From an optimization exercise on the open Yosys and OpenROAD flow, aimed at small area and a short achievable clock period; shortcuts taken in it are not production practice. At most, simulation tests tie the RTL to the original design; equivalence was not proved.

## the baseline
==> flow/design.v (excerpt) <==
module dehaze_top #(
    parameter int image_pixels = (512 * 512)
) (
    input  logic         clk,
    input  logic         rst,
    input  logic         in_valid,
    input  logic [215:0] window,
    input  logic [23:0]  light,
    input  logic [47:0]  inv_light,
    output logic [23:0]  pixel_out,
    output logic         out_valid,
    output logic         done
);
    localparam bit c_sum  = 1'b1;    
    localparam bit c_mean = 1'b0;   
    localparam bit c_sel  = 1'b1;    
    localparam bit c_dark = 1'b1;   
    localparam bit c_rom  = 1'b0;    
    localparam bit c_q    = 1'b1;      
    localparam bit c_out  = 1'b0;    
    localparam int lat = c_sum + c_mean + c_sel + c_dark + c_rom + c_q + c_out;
    localparam int cnt_w = $clog2(image_pixels + 1);
    logic [11:0] sum_r1, sum_g1, sum_b1;
    logic [47:0] il1, il2;
    logic [23:0] p1, a1, p2, a2, p3, a3, p4, a4, a5, a6;
    logic [7:0]  mean_r2, mean_g2, mean_b2;
    logic [7:0]  m3;
    logic [15:0] il3;
    logic [7:0]  s, s4;
    logic [15:0] r, r5;
    logic [17:0] r3, r35;
    logic [23:0] d, d5;
    logic [2:0]  up, up5, up6;
    logic [23:0] q, q6;
    logic [23:0] y;
    logic [3:0]  h0_0, h0_1, h0_2, h0_3, h1_0, h1_1, h1_2, h1_3, h2_0, h2_1, h2_2, h2_3;
    logic s9r_1, s9r_2;
    logic s9r_3, s9r_4;
    logic s9r_5, s9r_6;
    logic s9r_7, s9r_8;
    logic s9r_9, s9r_10;
    logic s9r_11, s9r_12;
    logic s9r_13, s9r_14;
    logic s9r_15, s9r_16;
    logic s9r_17, s9r_18;
    logic s9r_19, s9r_20;
    logic s9r_21, s9r_22;
    logic s9r_23, s9r_24;
    logic s9r_25, s9r_26;
  ...
Size: about 4900 cells after synthesis, about 39000 um^2 of cells after synthesis.
Settings: LEC_CHECK=0, CAP_MARGIN=20, CORE_MARGIN=2, CORE_UTILIZATION=40, SLEW_MARGIN=20; clock period 9.0 ns.
run.sh (not shown) runs the stock make flow with config.mk's settings and CLKGATE_MAP_FILE= SYNTH_SCRIPT=/design/flow/synth_recipe.tcl, a recipe that flattens the netlist after the stock synthesis.
Edits applied to the flow inputs when going from the baseline to the candidate:
--- a/flow/design.v
+++ b/flow/design.v
@@ -16,37 +16,37 @@
         assign dout = din;
     end
 endmodule
 `default_nettype wire
 `timescale 1ns/1ps
 `default_nettype none
 module recip_table (
     input  logic [7:0]  s,
-    output logic [15:0] r,
-    output logic [17:0] r3
+    output logic [15:0] r
 );
-    function automatic logic [15:0] recip_entry(input logic [7:0] idx);
-        logic [31:0] th;
-        logic [31:0] den;
-        logic [31:0] quo;
-        th  = 32'd255 - {24'd0, idx};
-        if (th < 32'd25) th = 32'd25;
-        den = (th << 8) + 32'd128;
-        quo = 32'h1000_0000 / den;
-        recip_entry = (quo > 32'd65535) ? 16'hFFFF : quo[15:0];
-    endfunction
-    logic [15:0] rom [256];
-    logic [17:0] rom3 [256];
-    for (genvar k = 0; k < 256; k++) begin : g_rom
-        assign rom[k]  = recip_entry(k);
-        assign rom3[k] = 18'd3 * {2'b00, recip_entry(k)};
-    end
-    assign r  = rom[s];
-    assign r3 = rom3[s];
+    localparam logic [256*16-1:0] table_bits = {
+        256'ha000a000a000a000a000a000a000a000a000a000a000a000a000a000a000a000,
+        256'ha000a000a000a000a000a000a000a000a000a0009a8094f08f808ac086608200,
+        256'h7e007a4076b8736070006d386a6467b0652062b060005e285c005a005800563c,
+        256'h547452c0511c4f884e004c904b2849cc487e473c460044d843b4429a41884080,
+        256'h3f803e883d983cb03bcc3af03a183948387e37ba36fa3640358a34da342e3384,
+        256'h32e0324131a6310d307a2fe02f5c2ed02e482dc42d422cc32c472bce2b582ae2,
+        256'h2a722a002998292828c0285a27f02794273226d32676261a25c02568251124bc,
+        256'h2468241623c42376232822dc2290224821fc21b6216f212a20e620a320612000,
+        256'h1fe01fa11f631f251ee91eae1e741e3c1e001dca1d921d5c1d271cf21cbe1c8b,
+        256'h1c581c261bf51bc41b951b651b371b091adb1ab01a821a571a2c1a0019d819ae,
+        256'h1985195c1934190d18e418bf18991874184f182a180017e217be179b17781756,
+        256'h1734171316f216d116b11691167116521633161415f615d815ba159d15801563,
+        256'h1547152a150f14f314d814bd14a21488146d1453143a1420140713ee13d513bd,
+        256'h13a5138c1375135d1346132f1318130012eb12d512be12a81293127d12681253,
+        256'h123e122a1215120011ec11d811c511b1119e118a117711641151113f112c111a,
+        256'h110710f510e410d210c010af109d108c107b106a105910491038102810181000
+    };
+    assign r = table_bits[16*s +: 16];
 endmodule
 `default_nettype wire
 `timescale 1ns/1ps
 `default_nettype none
 module recover_chan (
     input  logic [7:0] a,
     input  logic [7:0] q,
     input  logic       up,
@@ -71,17 +71,17 @@
     output logic [23:0]  pixel_out,
     output logic         out_valid,
     output logic         done
 );
     localparam bit c_sum  = 1'b1;    
     localparam bit c_mean = 1'b0;   
     localparam bit c_sel  = 1'b1;    
     localparam bit c_dark = 1'b1;   
-    localparam bit c_rom  = 1'b0;    
+    localparam bit c_rom  = 1'b1;    
     localparam bit c_q    = 1'b1;      
     localparam bit c_out  = 1'b0;    
     localparam int lat = c_sum + c_mean + c_sel + c_dark + c_rom + c_q + c_out;
     localparam int cnt_w = $clog2(image_pixels + 1);
     logic [11:0] sum_r1, sum_g1, sum_b1;
     logic [47:0] il1, il2;
     logic [23:0] p1, a1, p2, a2, p3, a3, p4, a4, a5, a6;
     logic [7:0]  mean_r2, mean_g2, mean_b2;
@@ -1374,17 +1374,18 @@
     assign min_inv  = pick_r ? il2[47:32] : pick_g ? il2[31:16] : il2[15:0];
     pipe_delay #(.width(24+48), .en(c_sel)) r_sel (.clk(clk),
         .din({min_mean, min_inv, p2, a2}),
         .dout({m3, il3, p3, a3}));
     assign s = (|dark_prod[23:16]) ? 8'hFF : dark_prod[15:8];
     pipe_delay #(.width(8+48), .en(c_dark)) r_dark (.clk(clk),
         .din({s, p3, a3}),
         .dout({s4, p4, a4}));
-    recip_table rt (.s(s4), .r(r), .r3(r3));
+    recip_table rt (.s(s4), .r(r));
+    assign r3 = {2'b00, r} + {1'b0, r, 1'b0};
     for (genvar c = 0; c < 3; c++) begin : g_diff
         assign up[c] = p4[8*c +: 8] >= a4[8*c +: 8];
         assign d[8*c +: 8] = up[c] ? (p4[8*c +: 8] - a4[8*c +: 8]) : (a4[8*c +: 8] - p4[8*c +: 8]);
     end
     pipe_delay #(.width(16+18+24+3+24), .en(c_rom)) r_rom (.clk(clk),
         .din({r, r3, d, up, a4}),
         .dout({r5, r35, d5, up5, a5}));
     for (genvar i = 0; i < 4; i++) begin : g_digit
==> comparison <==
Routed wire length (lower): the candidate. Going from the baseline to the candidate, count of plain and timing-repair buffers in the layout shrinks by 307. The baseline → the candidate: final critical-path share of the clock period moved down; post-synth design cell area went down 1500 um^2; via count of the first global-routing pass shows a reduction of 24%.
The RTL of the baseline was laid out without a check of its function.

---

dehaze_top, a different RTL version from the one above (not shown whole).
Size: ~5000 cells after synthesis, roughly 42000 sq um of cells after synthesis.
Design dehaze_top, start of the top module:
module dehaze_top #(
    parameter int image_pixels = (512 * 512)
) (
    input  logic         clk,
    input  logic         rst,
    input  logic         in_valid,
    input  logic [215:0] window,
    input  logic [23:0]  light,
    input  logic [47:0]  inv_light,
    output logic [23:0]  pixel_out,
    output logic         out_valid,
    output logic         done
);
    localparam int lat   = 7;
    localparam int cnt_w = $clog2(image_pixels + 1);
    logic [11:0] sa_r2, sb_r2, sa_g2, sb_g2, sa_b2, sb_b2;
    logic [47:0] il2, il3;
    logic [23:0] p2, a2, p3, a3, p4, a4, p5, a5, a6, a7;
    logic [7:0]  mean_r3, mean_g3, mean_b3;
    logic [15:0] il4;
    logic [17:0] il34;
    logic [7:0]  s5;
    logic [15:0] r, r6;
    logic [17:0] r3, r36;
    logic [23:0] d, d6;
    logic [2:0]  up, up6, up7;
    logic [23:0] q, q7;
    logic [23:0] y;
    logic [3:0]  hm0, hm1, hm2, hm3;
    logic [3:0]  hd0_0, hd0_1, hd0_2, hd0_3, hd1_0, hd1_1, hd1_2, hd1_3, hd2_0, hd2_1, hd2_2, hd2_3;
    logic s9r_1, s9r_2;
    logic s9r_3, s9r_4;
    logic s9r_5, s9r_6;
    logic s9r_7, s9r_8;
    logic s9r_9, s9r_10;
    logic s9r_11, s9r_12;
    logic s9r_13, s9r_14;
    logic s9r_15, s9r_16;
    logic s9r_17, s9r_18;
    logic s9r_19, s9r_20;
    logic s9r_21, s9r_22;
    logic s9r_23, s9r_24;
    logic s9r_25, s9r_26;
    logic s9r_27, s9r_28;
    logic s9r_29, s9r_30;
    logic s9r_31, s9r_32;
    logic s9r_33, s9r_34;
    logic s9r_35, s9r_36;
    logic s9r_37, s9r_38;
    logic s9r_39, s9r_40;
    logic s9r_41, s9r_42;
    logic s9r_43, s9r_44;
    logic s9r_45, s9r_46;
    logic s9r_47, s9r_48;
    logic s9r_49, s9r_50;
    logic s9r_51, s9r_52;
    logic s9r_53, s9r_54;
    logic s9r_55, s9r_56;
    logic s9r_57, s9r_58;
    logic s9r_59, s9r_60;
    logic s9r_61, s9r_62;
    logic s9r_63, s9r_64;
    logic s9r_65, s9r_66;
    logic s9r_67, s9r_68;
    logic s9r_69, s9r_70;
    logic s9r_71, s9r_72;
    logic s9r_73, s9r_74;
    logic s9r_75, s9r_76;
    logic s9r_77, s9r_78;
    logic s9r_79, s9r_80;
    logic s9r_81, s9r_82;
    logic s9r_83, s9r_84;
    logic s9r_85, s9r_86;
    logic s9r_87, s9r_88;
    logic s9r_89, s9r_90;
    logic s9r_91, s9r_92;
    logic s9r_93, s9r_94;
  ...
clock: 9.0 ns
lec_check: 0
abc_area: 1
cap_margin: 20
core_margin: 2
core_utilization: 55
place_density: 0.8
setup_slack_margin: 5
slew_margin: 20
standard.sh (not shown) runs the stock make flow with config.mk's settings and CLKGATE_MAP_FILE= SYNTH_SCRIPT=/design/flow/synth_recipe.tcl, a recipe that flattens the netlist after the stock synthesis.
==> flow/flow/run.sh <==
#!/bin/bash
# The standard layout (standard.sh, with config.mk's settings) with two changes to how the
# layout is made:
# 1. Synthesis is the standard flow's script with -noabc added to Yosys's synth command, so its quick ABC
#    pass does not remap the written-out adder trees before extract_fa turns them into full and
#    half adders (fewer inverters). Registers come out with the same count, names and cells.
# 2. The buffer on every input and output port is buf_1 instead of the default choice.
# The clock, the constraints and all the other steps are the standard ones.
set -euo pipefail
sed 's/yosys synth -nofsm -noshare /yosys synth -nofsm -noshare -noabc /' synth_recipe.tcl > own_synth.tcl
grep -q -- '-noabc' own_synth.tcl
bash standard.sh SYNTH_SCRIPT="$PWD/own_synth.tcl" \
    "BUFFER_PORTS_ARGS=-buffer_cell sky130_fd_sc_hd__buf_1" finish > standard_flow.log 2>&1
Rerun with:
--- a/flow/design.v
+++ b/flow/design.v
@@ -75,13 +75,13 @@
     logic [7:0]  mean_r3, mean_g3, mean_b3;
     logic [15:0] il4;
     logic [17:0] il34;
     logic [7:0]  s5;
     logic [15:0] r, r6;
     logic [17:0] r3, r36;
-    logic [23:0] d, d6;
+    logic [23:0] d;
     logic [2:0]  up, up6, up7;
     logic [23:0] q, q7;
     logic [23:0] y;
     logic [3:0]  hm0, hm1, hm2, hm3;
     logic [3:0]  hd0_0, hd0_1, hd0_2, hd0_3, hd1_0, hd1_1, hd1_2, hd1_3, hd2_0, hd2_1, hd2_2, hd2_3;
     logic s9r_1, s9r_2;
@@ -1481,29 +1481,26 @@
         .dout({hm3, hm2, hm1, hm0, il4, il34, p4, a4}));
     pipe_delay #(.width(8+48)) r4 (.clk(clk),
         .din({(|dark_prod[23:16]) ? 8'hFF : dark_prod[15:8], p4, a4}),
         .dout({s5, p5, a5}));
     recip_table rt (.s(s5), .r(r));
     assign r3 = {2'b00, r} + {1'b0, r, 1'b0};
+    logic [47:0] d_digits;
     for (genvar c = 0; c < 3; c++) begin : g_diff
         assign up[c] = p5[8*c +: 8] >= a5[8*c +: 8];
         assign d[8*c +: 8] = up[c] ? (p5[8*c +: 8] - a5[8*c +: 8]) : (a5[8*c +: 8] - p5[8*c +: 8]);
-    end
-    pipe_delay #(.width(16+18+24+3+24)) r5 (.clk(clk),
-        .din({r, r3, d, up, a5}),
-        .dout({r6, r36, d6, up6, a6}));
-    logic [47:0] d_digits;
-    for (genvar c = 0; c < 3; c++) begin : g_digit_c
         for (genvar i = 0; i < 4; i++) begin : g_digit
             for (genvar v = 0; v < 4; v++) begin : g_val
-                assign d_digits[16*c+4*i+v] = d6[8*c+2*i +: 2] == v[1:0];
+                assign d_digits[16*c+4*i+v] = d[8*c+2*i +: 2] == v[1:0];
             end
         end
     end
-    assign {hd2_3, hd2_2, hd2_1, hd2_0, hd1_3, hd1_2, hd1_1, hd1_0,
-            hd0_3, hd0_2, hd0_1, hd0_0} = d_digits;
+    pipe_delay #(.width(16+18+48+3+24)) r5 (.clk(clk),
+        .din({r, r3, d_digits, up, a5}),
+        .dout({r6, r36, hd2_3, hd2_2, hd2_1, hd2_0, hd1_3, hd1_2, hd1_1, hd1_0,
+               hd0_3, hd0_2, hd0_1, hd0_0, up6, a6}));
     assign q[7:0]   = (|xprod0[23:20]) ? 8'hFF : xprod0[19:12];
     assign q[15:8]  = (|xprod1[23:20]) ? 8'hFF : xprod1[19:12];
     assign q[23:16] = (|xprod2[23:20]) ? 8'hFF : xprod2[19:12];
     pipe_delay #(.width(24+3+24)) r6r (.clk(clk),
         .din({q, up6, a6}),
         .dout({q7, up7, a7}));
Effect:
- The changed run ran to the end with no violations
- routed wire length falls by 6.2%
- final cell count went up by 5.8%
- worst hold slack got worse by 0.0091 ns
- setup slack improved by 0.054 ns

[separate check: timing with driven ports]
In the flow no input, the clock included, has a driving cell. The finished layouts below were timed again as built, in two steps.
Step 1 assumes that a clkbuf_16 drives the clock port and a buf_2 every other input.
Step 2 times the ports against the registers' clock, not the clock port: input delays grow and output delays shrink by t, the midpoint of the rising clock arrivals with the driver on.
Slacks: ideal ports / drivers / drivers and shift; pairs: ideal ports / drivers.
| run | t, ns | setup WS [ns] | clock arrival spread, ns | worst register clock-pin slew, ns | worst slew at a driven data input, ns |
|---|---|---|---|---|---|
| the baseline | 0.700 | 0.439 / 0.439 / 0.439 | 0.029 / 0.029 | 0.06 / 0.06 | 0.08 |
| the candidate | 0.694 | 2.787 / 2.721 / 2.493 | 0.033 / 0.033 | 0.07 / 0.07 | 0.09 |
| the first run of note 2 | 0.703 | 5.063 / 5.063 / 4.740 | 0.038 / 0.039 | 0.07 / 0.07 | 0.14 |
| the second run of note 2 | 0.696 | 5.117 / 5.117 / 4.962 | 0.032 / 0.032 | 0.07 / 0.07 | 0.06 |
After both steps every run listed still meets setup and hold. For the first run of note 2, which loses most, drivers alone change the setup slack by 0.000 ns; drivers and shift together by -0.323 ns.
